Source: an optimization exercise on an open RTL-to-GDS flow (aim: small area, a short achievable clock period and few clock cycles per item). Production flows keep margins and buffers that such runs may drop. The RTL was checked by simulation tests, not by an equivalence proof against the original design. Power is estimated from default activity; no workload was simulated.

==> config.mk <==
export PLATFORM = sky130hd
export DESIGN_NAME = ex_top
export DESIGN_NICKNAME = ex_top
export VERILOG_FILES = /design/flow/design.v
export SDC_FILE = /design/flow/constraint.sdc
export NUM_CORES = 4
export LEC_CHECK = 0
export ABC_CLOCK_PERIOD_IN_PS = 5000
export CAP_MARGIN = 20
export CORE_MARGIN = 2
export CORE_UTILIZATION = 40
export SETUP_SLACK_MARGIN = 0.2
export SLEW_MARGIN = 20
==> constraint.sdc <==
create_clock -name core_clock -period 7.0 [get_ports {clk_i}]
set_input_delay 1.4000 -clock core_clock [delete_from_list [all_inputs] [get_ports {clk_i}]]
set_output_delay 1.4000 -clock core_clock [all_outputs]
set_load 0.01 [all_outputs]
==> design.v <==
package core_pkg;
    localparam int XLEN    = 32;
    localparam int SHAMT_W = $clog2(XLEN);
    typedef logic [XLEN-1:0] word_t;
    typedef logic [4:0]      reg_addr_t;
    localparam logic [1:0] BRANCH_PRFX = 2'b10;
    localparam logic [1:0] J_PRFX      = 2'b11;
    typedef enum logic [4:0] {
        ALU_ADD   = 5'b00000,
        ALU_SUB   = 5'b00001,
        ALU_SLL   = 5'b00010,
        ALU_SLT   = 5'b00011,
        ALU_SLTU  = 5'b00100,
        ALU_XOR   = 5'b00101,
        ALU_SRL   = 5'b00110,
        ALU_SRA   = 5'b00111,
        ALU_OR    = 5'b01000,
        ALU_AND   = 5'b01001,
        ALU_LUI   = 5'b01010,
        ALU_AUIPC = 5'b01011,
        ALU_BEQ   = 5'b10000,   
        ALU_BNE   = 5'b10001,
        ALU_BLT   = 5'b10100,
        ALU_BGE   = 5'b10101,
        ALU_BLTU  = 5'b10110,
        ALU_BGEU  = 5'b10111,
        ALU_JAL   = 5'b11000,
        ALU_JALR  = 5'b11001
    } alu_op_e;
    localparam logic [6:0] OPC_OP     = 7'b0110011;
    localparam logic [6:0] OPC_OP_IMM = 7'b0010011;
    localparam logic [6:0] OPC_LUI    = 7'b0110111;
    localparam logic [6:0] OPC_AUIPC  = 7'b0010111;
    localparam logic [6:0] OPC_JAL    = 7'b1101111;
    localparam logic [6:0] OPC_JALR   = 7'b1100111;
    localparam logic [6:0] OPC_BRANCH = 7'b1100011;
    localparam logic [2:0] F3_ADD_SUB = 3'b000;
    localparam logic [2:0] F3_SLL     = 3'b001;
    localparam logic [2:0] F3_SLT     = 3'b010;
    localparam logic [2:0] F3_SLTU    = 3'b011;
    localparam logic [2:0] F3_XOR     = 3'b100;
    localparam logic [2:0] F3_SRL_SRA = 3'b101;
    localparam logic [2:0] F3_OR      = 3'b110;
    localparam logic [2:0] F3_AND     = 3'b111;
    localparam logic [2:0] F3_JALR    = 3'b000;
    localparam logic [2:0] F3_BEQ  = 3'b000;
    localparam logic [2:0] F3_BNE  = 3'b001;
    localparam logic [2:0] F3_BLT  = 3'b100;
    localparam logic [2:0] F3_BGE  = 3'b101;
    localparam logic [2:0] F3_BLTU = 3'b110;
    localparam logic [2:0] F3_BGEU = 3'b111;
    localparam logic [6:0] F7_BASE = 7'b0000000;
    localparam logic [6:0] F7_ALT  = 7'b0100000;   
    typedef struct packed {
        logic [6:0] funct7;
        reg_addr_t  rs2;
        reg_addr_t  rs1;
        logic [2:0] funct3;
        reg_addr_t  rd;
        logic [6:0] opcode;
    } r_fmt_t;
    typedef struct packed {
        logic [11:0] imm_11_0;
        reg_addr_t   rs1;
        logic [2:0]  funct3;
        reg_addr_t   rd;
        logic [6:0]  opcode;
    } i_fmt_t;
    typedef struct packed {
        logic       imm_12;
        logic [5:0] imm_10_5;
        reg_addr_t  rs2;
        reg_addr_t  rs1;
        logic [2:0] funct3;
        logic [3:0] imm_4_1;
        logic       imm_11;
        logic [6:0] opcode;
    } b_fmt_t;
    typedef struct packed {
        logic [19:0] imm_31_12;
        reg_addr_t   rd;
        logic [6:0]  opcode;
    } u_fmt_t;
    typedef struct packed {
        logic       imm_20;
        logic [9:0] imm_10_1;
        logic       imm_11;
        logic [7:0] imm_19_12;
        reg_addr_t  rd;
        logic [6:0] opcode;
    } j_fmt_t;
    typedef union packed {
        r_fmt_t r;
        i_fmt_t i;
        b_fmt_t b;
        u_fmt_t u;
        j_fmt_t j;
    } instr_u;
endpackage
`timescale 1ns/1ps
module instr_decoder (
    input  core_pkg::instr_u    instr_i,
    output core_pkg::alu_op_e   op_o,
    output core_pkg::word_t     imm_o,
    output logic      rs2_is_imm_o,
    output core_pkg::reg_addr_t rd_addr_o,
    output logic      rd_we_o,
    output logic      illegal_o
);
    logic [6:0] opcode;
    logic [2:0] funct3;
    logic [6:0] funct7;
    logic       f7_base;
    logic       f7_alt;
    core_pkg::word_t      imm_i_ext;
    core_pkg::word_t      imm_b_ext;
    core_pkg::word_t      imm_u_ext;
    core_pkg::word_t      imm_j_ext;
    assign opcode  = instr_i.r.opcode;
    assign funct3  = instr_i.r.funct3;
    assign funct7  = instr_i.r.funct7;   
    assign f7_base = (funct7 == core_pkg::F7_BASE);
    assign f7_alt  = (funct7 == core_pkg::F7_ALT);
    assign imm_i_ext = {{(core_pkg::XLEN-12){instr_i.i.imm_11_0[11]}}, instr_i.i.imm_11_0};
    assign imm_b_ext = {{(core_pkg::XLEN-12){instr_i.b.imm_12}}, instr_i.b.imm_11,
                        instr_i.b.imm_10_5, instr_i.b.imm_4_1, 1'b0};
    assign imm_u_ext = {instr_i.u.imm_31_12, 12'b0};
    assign imm_j_ext = {{(core_pkg::XLEN-20){instr_i.j.imm_20}}, instr_i.j.imm_19_12,
                        instr_i.j.imm_11, instr_i.j.imm_10_1, 1'b0};
    assign rd_addr_o = instr_i.r.rd;
    always_comb begin
        op_o         = core_pkg::ALU_ADD;
        imm_o        = '0;
        rs2_is_imm_o = 1'b0;
        rd_we_o      = 1'b0;
        illegal_o    = 1'b0;
        case (opcode)
            core_pkg::OPC_OP: begin
                rd_we_o = 1'b1;
                case (funct3)
                    core_pkg::F3_ADD_SUB: op_o = f7_alt ? core_pkg::ALU_SUB : core_pkg::ALU_ADD;
                    core_pkg::F3_SLL:     op_o = core_pkg::ALU_SLL;
                    core_pkg::F3_SLT:     op_o = core_pkg::ALU_SLT;
                    core_pkg::F3_SLTU:    op_o = core_pkg::ALU_SLTU;
                    core_pkg::F3_XOR:     op_o = core_pkg::ALU_XOR;
                    core_pkg::F3_SRL_SRA: op_o = f7_alt ? core_pkg::ALU_SRA : core_pkg::ALU_SRL;
                    core_pkg::F3_OR:      op_o = core_pkg::ALU_OR;
                    default:    op_o = core_pkg::ALU_AND;
                endcase
                if (funct3 == core_pkg::F3_ADD_SUB || funct3 == core_pkg::F3_SRL_SRA) begin
                    illegal_o = !(f7_base || f7_alt);
                end else begin
                    illegal_o = !f7_base;
                end
            end
            core_pkg::OPC_OP_IMM: begin
                imm_o        = imm_i_ext;
                rs2_is_imm_o = 1'b1;
                rd_we_o      = 1'b1;
                case (funct3)
                    core_pkg::F3_ADD_SUB: op_o = core_pkg::ALU_ADD;   
                    core_pkg::F3_SLL:     op_o = core_pkg::ALU_SLL;
                    core_pkg::F3_SLT:     op_o = core_pkg::ALU_SLT;
                    core_pkg::F3_SLTU:    op_o = core_pkg::ALU_SLTU;
                    core_pkg::F3_XOR:     op_o = core_pkg::ALU_XOR;
                    core_pkg::F3_SRL_SRA: op_o = f7_alt ? core_pkg::ALU_SRA : core_pkg::ALU_SRL;
                    core_pkg::F3_OR:      op_o = core_pkg::ALU_OR;
                    default:    op_o = core_pkg::ALU_AND;
                endcase
                if (funct3 == core_pkg::F3_SLL) begin
                    illegal_o = !f7_base;
                end else if (funct3 == core_pkg::F3_SRL_SRA) begin
                    illegal_o = !(f7_base || f7_alt);
                end
            end
            core_pkg::OPC_LUI: begin
                op_o    = core_pkg::ALU_LUI;
                imm_o   = imm_u_ext;
                rd_we_o = 1'b1;
            end
            core_pkg::OPC_AUIPC: begin
                op_o    = core_pkg::ALU_AUIPC;
                imm_o   = imm_u_ext;
                rd_we_o = 1'b1;
            end
            core_pkg::OPC_JAL: begin
                op_o    = core_pkg::ALU_JAL;
                imm_o   = imm_j_ext;
                rd_we_o = 1'b1;
            end
            core_pkg::OPC_JALR: begin
                op_o      = core_pkg::ALU_JALR;
                imm_o     = imm_i_ext;
                rd_we_o   = 1'b1;
                illegal_o = (funct3 != core_pkg::F3_JALR);
            end
            core_pkg::OPC_BRANCH: begin
                imm_o = imm_b_ext;
                case (funct3)
                    core_pkg::F3_BEQ:  op_o = core_pkg::ALU_BEQ;
                    core_pkg::F3_BNE:  op_o = core_pkg::ALU_BNE;
                    core_pkg::F3_BLT:  op_o = core_pkg::ALU_BLT;
                    core_pkg::F3_BGE:  op_o = core_pkg::ALU_BGE;
                    core_pkg::F3_BLTU: op_o = core_pkg::ALU_BLTU;
                    core_pkg::F3_BGEU: op_o = core_pkg::ALU_BGEU;
                    default: illegal_o = 1'b1;
                endcase
            end
            default: illegal_o = 1'b1;
        endcase
        if (illegal_o) begin
            rd_we_o = 1'b0;
        end
    end
endmodule
`timescale 1ns/1ps
module int_alu (
    input  core_pkg::alu_op_e op_i,
    input  core_pkg::word_t   pc_i,
    input  core_pkg::word_t   rs1_i,
    input  core_pkg::word_t   rs2_i,
    input  core_pkg::word_t   imm_i,
    input  logic    rs2_is_imm_i,
    output core_pkg::word_t   result_o
);
    core_pkg::word_t              op_b;
    logic [core_pkg::SHAMT_W-1:0] shamt;
    logic               lt_signed;
    logic               lt_unsigned;
    assign op_b        = rs2_is_imm_i ? imm_i : rs2_i;
    assign shamt       = op_b[core_pkg::SHAMT_W-1:0];   
    assign lt_signed   = $signed(rs1_i) < $signed(op_b);
    assign lt_unsigned = rs1_i < op_b;
    always_comb begin
        case (op_i)
            core_pkg::ALU_ADD:   result_o = rs1_i + op_b;
            core_pkg::ALU_SUB:   result_o = rs1_i - op_b;
            core_pkg::ALU_SLL:   result_o = rs1_i << shamt;
            core_pkg::ALU_SLT:   result_o = {{(core_pkg::XLEN-1){1'b0}}, lt_signed};
            core_pkg::ALU_SLTU:  result_o = {{(core_pkg::XLEN-1){1'b0}}, lt_unsigned};
            core_pkg::ALU_XOR:   result_o = rs1_i ^ op_b;
            core_pkg::ALU_SRL:   result_o = rs1_i >> shamt;
            core_pkg::ALU_SRA:   result_o = core_pkg::word_t'($signed(rs1_i) >>> shamt);
            core_pkg::ALU_OR:    result_o = rs1_i | op_b;
            core_pkg::ALU_AND:   result_o = rs1_i & op_b;
            core_pkg::ALU_LUI:   result_o = imm_i;
            core_pkg::ALU_AUIPC: result_o = pc_i + imm_i;
            default:   result_o = '0;
        endcase
    end
endmodule
`timescale 1ns/1ps
module branch_unit (
    input  core_pkg::alu_op_e op_i,
    input  core_pkg::word_t   pc_i,
    input  core_pkg::word_t   rs1_i,
    input  core_pkg::word_t   rs2_i,
    input  core_pkg::word_t   imm_i,
    output logic    taken_o,
    output core_pkg::word_t   target_o,
    output core_pkg::word_t   link_o
);
    core_pkg::word_t pc_rel;
    core_pkg::word_t reg_rel;
    assign pc_rel  = pc_i + imm_i;
    assign reg_rel = rs1_i + imm_i;
    always_comb begin
        taken_o  = 1'b0;
        target_o = '0;
        link_o   = '0;
        if (op_i[4:3] == core_pkg::BRANCH_PRFX) begin
            target_o = pc_rel;
            case (op_i)
                core_pkg::ALU_BEQ:  taken_o = (rs1_i == rs2_i);
                core_pkg::ALU_BNE:  taken_o = (rs1_i != rs2_i);
                core_pkg::ALU_BLT:  taken_o = $signed(rs1_i) < $signed(rs2_i);
                core_pkg::ALU_BGE:  taken_o = $signed(rs1_i) >= $signed(rs2_i);
                core_pkg::ALU_BLTU: taken_o = rs1_i < rs2_i;
                core_pkg::ALU_BGEU: taken_o = rs1_i >= rs2_i;
                default:  taken_o = 1'b0;
            endcase
        end else if (op_i[4:3] == core_pkg::J_PRFX) begin
            taken_o = 1'b1;   
            link_o  = pc_i + 32'd4;
            if (op_i == core_pkg::ALU_JALR) begin
                target_o = {reg_rel[core_pkg::XLEN-1:1], 1'b0};
            end else begin
                target_o = pc_rel;
            end
        end
    end
endmodule
`timescale 1ns/1ps
module ex_result_stage (
    input  logic      clk_i,
    input  logic      rst_n_i,
    input  logic      in_valid_i,
    input  logic      out_ready_i,
    input  core_pkg::alu_op_e   op_i,
    input  core_pkg::reg_addr_t rd_addr_i,
    input  logic      rd_we_i,
    input  logic      illegal_i,
    input  logic      taken_i,
    input  core_pkg::word_t     alu_result_i,
    input  core_pkg::word_t     link_i,
    input  core_pkg::word_t     target_i,
    output logic      in_ready_o,
    output logic      out_valid_o,
    output core_pkg::reg_addr_t out_rd_addr_o,
    output logic      out_rd_we_o,
    output core_pkg::word_t     out_rd_data_o,
    output logic      out_flush_o,
    output core_pkg::word_t     out_target_o,
    output logic      out_illegal_o
);
    logic  is_branch;
    logic  is_jump;
    logic  wb_we;
    logic  flush;
    core_pkg::word_t wb_data;
    logic  accept;
    assign is_branch = (op_i[4:3] == core_pkg::BRANCH_PRFX);
    assign is_jump   = (op_i[4:3] == core_pkg::J_PRFX);
    assign wb_data = is_jump ? link_i : alu_result_i;
    assign wb_we   = rd_we_i && !illegal_i && !is_branch && (rd_addr_i != '0);
    assign flush   = taken_i && (is_branch || is_jump) && !illegal_i;
    assign in_ready_o = !out_valid_o || out_ready_i;
    assign accept     = in_valid_i && in_ready_o;
    always_ff @(posedge clk_i or negedge rst_n_i) begin
        if (!rst_n_i) begin
            out_valid_o <= 1'b0;
        end else if (in_ready_o) begin
            out_valid_o <= in_valid_i;
        end
    end
    always_ff @(posedge clk_i) begin
        if (accept) begin
            out_rd_addr_o <= rd_addr_i;
            out_rd_we_o   <= wb_we;
            out_rd_data_o <= wb_data;
            out_flush_o   <= flush;
            out_target_o  <= target_i;
            out_illegal_o <= illegal_i;
        end
    end
endmodule
`timescale 1ns/1ps
module ex_top (
    input  logic         clk_i,
    input  logic         rst_n_i,
    input  logic         in_valid_i,
    output logic         in_ready_o,
    input  logic [31:0]  in_instr_i,
    input  logic [31:0]  in_pc_i,
    input  logic [31:0]  in_rs1_data_i,
    input  logic [31:0]  in_rs2_data_i,
    output logic         out_valid_o,
    input  logic         out_ready_i,
    output logic [4:0]   out_rd_addr_o,
    output logic         out_rd_we_o,
    output logic [31:0]  out_rd_data_o,
    output logic         out_flush_o,
    output logic [31:0]  out_target_o,
    output logic         out_illegal_o
);
    core_pkg::alu_op_e   op;
    core_pkg::word_t     imm;
    logic      rs2_is_imm;
    core_pkg::reg_addr_t rd_addr;
    logic      rd_we;
    logic      illegal;
    core_pkg::word_t     alu_result;
    logic      taken;
    core_pkg::word_t     target;
    core_pkg::word_t     link;
    instr_decoder i_decoder (
        .instr_i      (in_instr_i),
        .op_o         (op),
        .imm_o        (imm),
        .rs2_is_imm_o (rs2_is_imm),
        .rd_addr_o    (rd_addr),
        .rd_we_o      (rd_we),
        .illegal_o    (illegal)
    );
    int_alu i_alu (
        .op_i         (op),
        .pc_i         (in_pc_i),
        .rs1_i        (in_rs1_data_i),
        .rs2_i        (in_rs2_data_i),
        .imm_i        (imm),
        .rs2_is_imm_i (rs2_is_imm),
        .result_o     (alu_result)
    );
    branch_unit i_branch (
        .op_i     (op),
        .pc_i     (in_pc_i),
        .rs1_i    (in_rs1_data_i),
        .rs2_i    (in_rs2_data_i),
        .imm_i    (imm),
        .taken_o  (taken),
        .target_o (target),
        .link_o   (link)
    );
    ex_result_stage i_result (
        .clk_i         (clk_i),
        .rst_n_i       (rst_n_i),
        .in_valid_i    (in_valid_i),
        .out_ready_i   (out_ready_i),
        .op_i          (op),
        .rd_addr_i     (rd_addr),
        .rd_we_i       (rd_we),
        .illegal_i     (illegal),
        .taken_i       (taken),
        .alu_result_i  (alu_result),
        .link_i        (link),
        .target_i      (target),
        .in_ready_o    (in_ready_o),
        .out_valid_o   (out_valid_o),
        .out_rd_addr_o (out_rd_addr_o),
        .out_rd_we_o   (out_rd_we_o),
        .out_rd_data_o (out_rd_data_o),
        .out_flush_o   (out_flush_o),
        .out_target_o  (out_target_o),
        .out_illegal_o (out_illegal_o)
    );
endmodule
==> run.sh <==
#!/bin/bash
# synth_recipe.tcl (not shown) runs the flow's synth.tcl, then flattens the netlist and writes it again
# the make line also repeats each setting of config.mk as NAME=value (left out here)
make -C /OpenROAD-flow-scripts/flow DESIGN_CONFIG=/design/flow/config.mk WORK_HOME=/design/flow/orfs CLKGATE_MAP_FILE= SYNTH_SCRIPT=/design/flow/synth_recipe.tcl finish
==> results by group <==
Setup path
  • CP Class: input pin to flop
  • End of the critical path: i_result.out_rd_data_o[27]$_DFFE_PP_
  • CP Max Fanout: 12
  • R2r setup slk: 4.90 ns
  • Slowest CP cell: clkdlybuf4s50_1
  • Required @ worst endpoint: just over 7 ns
  • CP bufs+invs: 6
  • WP depth: 21
  • Crit start category: input pin
  • Endpoint class of the critical path: flop
  • Crit path arrival time: 6.74 ns
  • RR Startpoint: i_result.out_valid_o$_DFFE_PN0N_
  • Delay-heaviest family, CP: compound AO/OA/AOI/OAI gates
  • Critical path startpoint: in_instr_i[5]
  • Worst r2r dst: i_result.out_rd_data_o[3]$_DFFE_PP_
  • Cell Chain, Critical Path: clkdlybuf4s50_1 -> nor4b_2 -> buf_4 -> nand2_1 -> or2_2 -> buf_4 -> a21boi_1 -> inv_1 -> ha_1 -> buf_4 -> inv_1 -> o21ai_0 -> a21oi_1 -> o21ai_0 -> a21oi_1 -> nor4_1 -> o41a_1 -> a31o_2 -> mux2i_1 -> o21ai_0 -> or3_1
  • Slowest stage delay, CP: ~0.54 ns
  • Cell depth of the worst flop-to-flop path: 3

Layout
  • Fin util: 0.501
  • Share of cells above drive strength 1: 0.125
  • Final non-filler cell area: around 23000 sq um
  • Area occupied by multi-input gates: 15400 sq um
  • Final layout net count: approximately 3300
  • Syn-to-layout area delta: 23.6%
  • Fill count: ~4700
  • Final cell count without fillers: around 3500
  • Storage cell area: between 2000 and 2500 sq um

Clock network
  • TritonCTS Buffers: 9
  • CTS root buf: clkbuf_16
  • Clk slew on worst S/H paths: 0.07 ns
  • Post-cts sizing count: 0
  • Skew-Pair Late Insertion Delay: roughly 0.41 ns
  • Clk buf depth: 2
  • H-tree depth: 3
  • Post-CTS Setup Bufs: 0
  • TritonCTS clock tree: yes
  • CTS Hold Buffers Added: 0
  • Clock sink total: between 70 and 80

Synthesis
  • Synth warn: 4
  • Post-synth top cells: 237 x nand2_1, 233 x a21oi_1, 218 x nor2_1
  • Most frequent cell after synthesis: nand2_1
  • Number of enable flip-flop cells after synthesis: 72
  • Area contributors post-synth: ha_1 12%, edfxtp_1 11%, a21oi_1 6.2%
  • Mapped Nets: slightly below 3000
  • Primary FF master, synth: edfxtp_1
  • Post-Synthesis Cell Area: roughly 19000 sq um
  • Synth top area share: 0.125
  • Post-synthesis sequential area ratio: 0.116
  • Avg Cell Area, Syn: ~7.1 sq um
  • #FFs+latches synth: 73
  • Post-synthesis async set-or-reset flop share: 0.0137
  • Cell accounting for the most synthesized area: ha_1
  • Distinct cells, synth: between 100 and 150
  • Synth Instances: about 2600

Routing
  • Iteration count of the initial detailed-routing pass: 8
  • DRT iter0 DRCs: ~3500
  • Routed len/inst: slightly above 30 um
  • Total Routed Length: 109 mm
  • DRT antenna net count: 0
  • DR DRC count: 0
  • Vias: 24100
  • Vias/cell: approximately 7

Timing
  • Final setup viols: 0
  • Worst slew margin: 0.219
  • Hold Vio Cnt, Final: 0
  • Max Freq: around 150 MHz
  • Pins Over Slew Limit: 0
  • Worst slew pin tran: roughly 1.2 ns
  • Period utilisation layout: 0.942
  • Worst Skew: approximately 0.012 ns
  • Crit path time final: ~6.6 ns
  • RSZ-0062 raised after global routing: false

Hold path
  • HP Class: flop to flop

Placement
  • Post-DP Area: about 23000 sq um
  • Placed Cells: approximately 3500
  • Post-DP HPWL: 88.0 mm
  • PortBufs: 205
  • Final Wtd Congestion: ~1.1

Floorplan
  • Die footprint: approximately 49000 sq um
  • Number of top-level pins: around 210
  • Die H: roughly 220 um
  • Number of core rows: 79
  • Die X: roughly 220 um
  • Initial core utilization: 0.406
  • Core Region: between 40000 and 50000 sq um

Pwr
  • PD cells: approximately 110 nW/um^2
  • Worst VDD drop: between 100 and 150 uV
  • P_leak: about 10 nW

GRT
  • Gr usage total: 0.428
  • Largest net degree at the start of global routing: 55
  • Initial antenna violation count: 2
  • First-pass GRT wire length: approximately 160 mm
  • GRT overflow: 0
  • Vias in the first global route: between 20000 and 25000

Status
  • Status: no timing/DRC/antenna violations

Run
  • Max Cap Viol: 0
stage by stage:
| stage | power [mW] | setup WS [ns] | hold slack (ns) | TNS [ns] |
|---|---|---|---|---|
| floorplan | 1.34 | 0.211 | 0.622 | 0 |
| CTS | 2.60 | 0.401 | 0.583 | 0 |
| finish | 2.66 | 0.406 | 0.580 | 0 |
| global placement | 1.99 | -0.000179 | 0.512 | -0.000179 |
| global route | 2.75 | 0.205 | 0.618 | 0 |
| detailed placement | 2.00 | 0.00982 | 0.559 | 0 |
cells by family after synthesis:
logic type      share of synthesized area
xor+xnor                           0.0566
flops                               0.116
simple gates                        0.214
buf+inv                            0.0714
compound gates                      0.347
fa+ha+maj                           0.132
mux                                0.0634
worst min-delay path: stages (launching register included):
cell	delay [ns]
dfrtp_1	0.36
nand2b_1	0.10
nand2b_1	0.08
worst min-delay path by stage:
stage | from | to | slack (ns) | cells after the start
2_1_floorplan | i_result.out_valid_o$_DFFE_PN0N_ | i_result.out_valid_o$_DFFE_PN0N_ | 0.62 | 2
3_3_place_gp | i_result.out_valid_o$_DFFE_PN0N_ | i_result.out_valid_o$_DFFE_PN0N_ | 0.51 | 2
3_5_place_dp | i_result.out_valid_o$_DFFE_PN0N_ | i_result.out_valid_o$_DFFE_PN0N_ | 0.56 | 2
4_1_cts | i_result.out_valid_o$_DFFE_PN0N_ | i_result.out_valid_o$_DFFE_PN0N_ | 0.58 | 2
5_1_grt | i_result.out_valid_o$_DFFE_PN0N_ | i_result.out_valid_o$_DFFE_PN0N_ | 0.62 | 2
6_report | i_result.out_valid_o$_DFFE_PN0N_ | i_result.out_valid_o$_DFFE_PN0N_ | 0.58 | 2
layout by cell type (no fill, tap or decap), types with 31 or more instances in the layout:
master           synthesis  routed
o22ai_1                 39      39
a31oi_1                 31      31
edfxtp_1                72      72
xnor2_1                 71      71
inv_1                  156     156
a21o_1                  63      63
nand2_1                237     237
o21ai_0                207     205
nor2_1                 218     216
buf_4                    2     252
and3_1                  37      37
mux2i_1                 62      62
clkdlybuf4s50_1          0     203
xor2_1                  51      51
nand3_1                 76      76
a211oi_1                60      60
ha_1                   188     187
o211ai_1                48      48
a21oi_1                233     233
nand4_1                 32      32
nor3_1                  56      55
area by class of cell:
class                   instances  share of cell area
multi-input cells            2228               0.660
repair buffers                461               0.173
flip-flops and latches         73              0.0937
well taps                     607              0.0325
inverters                     160              0.0258
clock buffers                   9             0.00965
clock inverters                 7             0.00509
diodes                          1            0.000107
registers in the layout, indices dropped and copies added (netlist names):
name / flops
i_result.out_rd_we_o: 1
i_result.out_flush_o: 1
i_result.out_rd_data_o: 32
i_result.out_rd_addr_o: 5
i_result.out_valid_o: 1
i_result.out_illegal_o: 1
i_result.out_target_o: 32
metal layers:
metal | vias up | GRT usage | wire length [um]
met5 | - | 0.0108 | 79
met2 | 1822 | 0.614 | 44400
li1 | 10500 | - | -
met1 | 11500 | 0.564 | 43500
met3 | 328 | 0.138 | 14600
met4 | 4 | 0.237 | 6620
power by group:
part           leakage, nW  internal [mW]  switching (mW)
clock                0.163          0.349           0.253
combinational         9.24          0.581           0.942
sequential           0.714          0.524          0.0121
total                 10.1           1.45            1.21
Testbench counts, summed over its fixed seeds: cycles 16,008, items 16,000.

## static timing again, ports no longer ideal
How much do the figures lean on ideal ports? The routed layout below was timed once more, with nothing changed but the port constraints. Step 1 assumes that a clkbuf_16 drives the clock port and a buf_2 every other input. Step 2 adds t to the input delays and takes it off the output delays; t is the mean of the earliest and latest rising clock arrival at the registers after step 1. Input paths then give back, and output paths get back, about the clock's delay inside the block. Three values: ideal, step 1, step 2; two values: the first two.
shift t [ns]: 0.465
setup slack, ns: 0.406 / 0.447 / -0.018
clock arrival spread, ns: 0.020 / 0.020
Met with ideal ports but missed after step 2: setup timing in this run. For this run, drivers alone change the setup slack by +0.041 ns; drivers and shift together by -0.424 ns.
